What follows belongs to an exercise in optimizing a design on an open flow for small area, a short achievable clock period and few clock cycles; a production flow would make more cautious choices.
Function was checked by simulation only, so behaviour that the tests miss may differ from the original.
Power figures rest on the tool's default switching activity, not on a simulated workload.

## bitmap_slot_allocator_core
module bitmap_slot_allocator_core
#(
    parameter int SLOTS = bsa_pkg::SLOTS_DEFAULT
)
(
    input  wire logic                                 clk,
    input  wire logic                                 rst_n,
    input  wire logic                                 s_tvalid,
    output logic                                      s_tready,
    input  wire logic [bsa_pkg::IN_TDATA_W-1:0]       s_tdata,
    input  wire logic                                 s_tuser,
    output logic                                      m_tvalid,
    input  wire logic                                 m_tready,
    output logic [bsa_pkg::OUT_TDATA_W-1:0]           m_tdata,
    input  wire logic                                 cfg_we,
    input  wire logic [bsa_pkg::CFG_INDEX_W-1:0]      cfg_index,
    input  wire logic [bsa_pkg::CFG_DATA_W-1:0]       cfg_data
);
    localparam logic [8:0] DIV_CUT = 9'b1_1111_1110;
    logic [47:0] base_q;
    logic [15:0] sb_q;
    logic [23:0] base_hi1_q;     
    always_ff @(posedge clk or negedge rst_n)
    begin
        if (!rst_n)
        begin
            base_q     <= '0;
            base_hi1_q <= 24'd1;
            sb_q       <= bsa_pkg::SLOT_BYTES_RESET;
        end
        else if (cfg_we)
        begin
            if (cfg_index == 1'b0)
            begin
                base_q     <= cfg_data[47:0];
                base_hi1_q <= {1'b0, cfg_data[47:25]} + 24'd1;
            end
            else
                sb_q <= cfg_data[15:0];
        end
    end
    logic o_v;
    logic en;
    assign en = !o_v || m_tready;
    logic        a_v;
    logic [1:0]  a_k;
    logic [24:0] a_lo;
    logic        a_b;
    logic        a_eq0;
    logic        a_eq1;
    logic        a_load;
    logic [48:0] in_addr;
    logic [25:0] in_diff;
    logic [26:0] in_diff_c;
    logic [23:0] base_hi;
    logic [23:0] base_hi1;
    assign in_addr  = s_tdata[64:16];
    assign in_diff_c = bsa_pkg::add26({1'b0, in_addr[24:0]}, ~{1'b0, base_q[24:0]}, 1'b1);
    assign in_diff  = in_diff_c[25:0];
    assign base_hi  = {1'b0, base_q[47:25]};
    assign base_hi1 = base_hi1_q;
    logic [1:0]  in_k;
    logic [27:0] in_f;
    assign in_k = s_tuser ? bsa_pkg::K_FREE
                          : ((s_tdata[15:0] == sb_q) ? bsa_pkg::K_ALLOC : bsa_pkg::K_MISMATCH);
  ...
Settings: LEC_CHECK=0, CAP_MARGIN=20, CORE_MARGIN=2, CORE_UTILIZATION=65, SETUP_SLACK_MARGIN=3.0, SLEW_MARGIN=20; clock period 7.0 ns.
run.sh (not shown) runs the stock make flow with config.mk's settings and CLKGATE_MAP_FILE= SYNTH_SCRIPT=/design/flow/synth_recipe.tcl, a recipe that flattens the netlist after the stock synthesis.
Testbench counts at the start, summed over its fixed seeds: cycles 12,324.
==> next run, changes <==
--- a/flow/design.v
+++ b/flow/design.v
@@ -338,25 +338,25 @@
     end
     assign used_bit = word_q[qb];
     assign word     = is_alloc ? cand_word : word_q;
     assign rw       = is_alloc ? cand_w : qw;
     assign rb       = is_alloc ? cand_b : qb;
     assign rb_dec   = 32'd1 << rb;
     assign word_new = is_alloc ? (word | rb_dec) : (word & ~rb_dec);
     always_comb
     begin
         for (int w = 0; w < 16; w++)
             upd[w] = (do_alloc || do_free) && (rw == 4'(w));
     end
-    assign keep = wvld_q & ~upd;
+    assign keep = ~upd;
     always_ff @(posedge clk)
     begin
         for (int w = 0; w < 16; w++)
             used_q[w] <= ({32{upd[w]}} & word_new) | ({32{keep[w]}} & used_q[w]);
     end
     logic [31:0] wa_new;
     logic        za;
     logic [4:0]  lz_a_idx;
     assign wa_new = cand_word | (32'd1 << cand_b);
     always_comb
     begin
         logic all1;
After rerunning: Hold slack gains 0.028 ns. Total power increases by 8.2%. Wire length shrinks by 4.7%. Worst setup slack gets better by 0.053 ns. Via count came out lower by 12%. Maximum frequency increases by 1.3%. Synthesized cell count fell by 19%. Final cell count drops by 13%. Utilization came out higher by 2.4 points. Die area is lower by 1.2%. Global-route usage falls by 0.85 points. Clock-buffer cell count went down by 7.
Testbench counts after the change, summed over its fixed seeds: cycles 12,324.

--- another note on this design; it stands on its own ---

## bitmap_slot_allocator_core
module bitmap_slot_allocator_core
#(
    parameter int SLOTS = bsa_pkg::SLOTS_DEFAULT
)
(
    input  wire logic                                 clk,
    input  wire logic                                 rst_n,
    input  wire logic                                 s_tvalid,
    output logic                                      s_tready,
    input  wire logic [bsa_pkg::IN_TDATA_W-1:0]       s_tdata,
    input  wire logic                                 s_tuser,
    output logic                                      m_tvalid,
    input  wire logic                                 m_tready,
    output logic [bsa_pkg::OUT_TDATA_W-1:0]           m_tdata,
    input  wire logic                                 cfg_we,
    input  wire logic [bsa_pkg::CFG_INDEX_W-1:0]      cfg_index,
    input  wire logic [bsa_pkg::CFG_DATA_W-1:0]       cfg_data
);
    localparam logic [8:0] DIV_CUT = 9'b1_1111_1110;
    logic [47:0] base_q;
    logic [15:0] sb_q;
    logic [23:0] base_hi1_q;     
    always_ff @(posedge clk or negedge rst_n)
    begin
        if (!rst_n)
        begin
            base_q     <= '0;
            base_hi1_q <= 24'd1;
            sb_q       <= bsa_pkg::SLOT_BYTES_RESET;
        end
        else if (cfg_we)
        begin
            if (cfg_index == 1'b0)
            begin
                base_q     <= cfg_data[47:0];
                base_hi1_q <= {1'b0, cfg_data[47:25]} + 24'd1;
            end
            else
                sb_q <= cfg_data[15:0];
        end
    end
    logic o_v;
    logic en;
    assign en = !o_v || m_tready;
    logic        a_v;
    logic [1:0]  a_k;
    logic [24:0] a_lo;
    logic        a_b;
    logic        a_eq0;
    logic        a_eq1;
    logic        a_load;
    logic [48:0] in_addr;
    logic [25:0] in_diff;
    logic [26:0] in_diff_c;
    logic [23:0] base_hi;
    logic [23:0] base_hi1;
    assign in_addr  = s_tdata[64:16];
    assign in_diff_c = bsa_pkg::add26({1'b0, in_addr[24:0]}, ~{1'b0, base_q[24:0]}, 1'b1);
    assign in_diff  = in_diff_c[25:0];
    assign base_hi  = {1'b0, base_q[47:25]};
    assign base_hi1 = base_hi1_q;
    logic [1:0]  in_k;
    logic [27:0] in_f;
    assign in_k = s_tuser ? bsa_pkg::K_FREE
                          : ((s_tdata[15:0] == sb_q) ? bsa_pkg::K_ALLOC : bsa_pkg::K_MISMATCH);
  ...
Settings: LEC_CHECK=0, CAP_MARGIN=20, CORE_MARGIN=2, CORE_UTILIZATION=65, SETUP_SLACK_MARGIN=3.4, SLEW_MARGIN=20; clock period 7.0 ns.
run.sh (not shown) runs the stock make flow with config.mk's settings and CLKGATE_MAP_FILE= SYNTH_SCRIPT=/design/flow/synth_recipe.tcl, a recipe that flattens the netlist after the stock synthesis.
Testbench counts at the start, summed over its fixed seeds: cycles 12,324.
Rerun with:
Settings changed: SETUP_SLACK_MARGIN 3.4 to 3.0.
Outcome:
- area after synthesis does not change
- total power shrinks by 8.3%
- wire length shrinks by 8.4%
- worst setup slack is better by 120 ps
- via count shrinks by 5.6%
- final area shrinks by 6.3%
- non-clock buffer count shrinks by 317
- hold slack is worse by 4.0 ps

what the ideal ports hide:
In the flow no input, the clock included, has a driving cell. The finished layouts below were timed again as built, in two steps.
Step 1 (the two cells are an assumption about what drives the block):
set clk [get_ports {clk}]
set_driving_cell -lib_cell sky130_fd_sc_hd__clkbuf_16 $clk
set_driving_cell -lib_cell sky130_fd_sc_hd__buf_2 [delete_from_list [all_inputs] $clk]
Step 2, shift: input delay + t, output delay - t, t = (earliest + latest rising clock arrival at the registers) / 2. This alone moves slack from input paths to output paths.
Three values: ideal ports, drivers, drivers and shift; two values: the first two.
run	shift t [ns]	setup WS [ns]	worst setup path at the end	clock arrival spread, ns	cell pins on the clock port's net
the first run of note 1	0.805	2.798 / 2.798 / 2.367	input to register	0.049 / 0.050	1
the second run of note 1	0.802	2.852 / 2.852 / 2.253	input to register	0.046 / 0.045	1
the first run of note 2	0.809	2.551 / 2.551 / 2.449	input to register	0.038 / 0.038	1
the second run of note 2	0.796	2.667 / 2.667 / 2.273	input to register	0.054 / 0.053	1
After both steps every run listed still meets setup and hold. The setup slack of the second run of note 1, which loses most, moves by 0.000 ns with the drivers and by -0.599 ns with both steps.
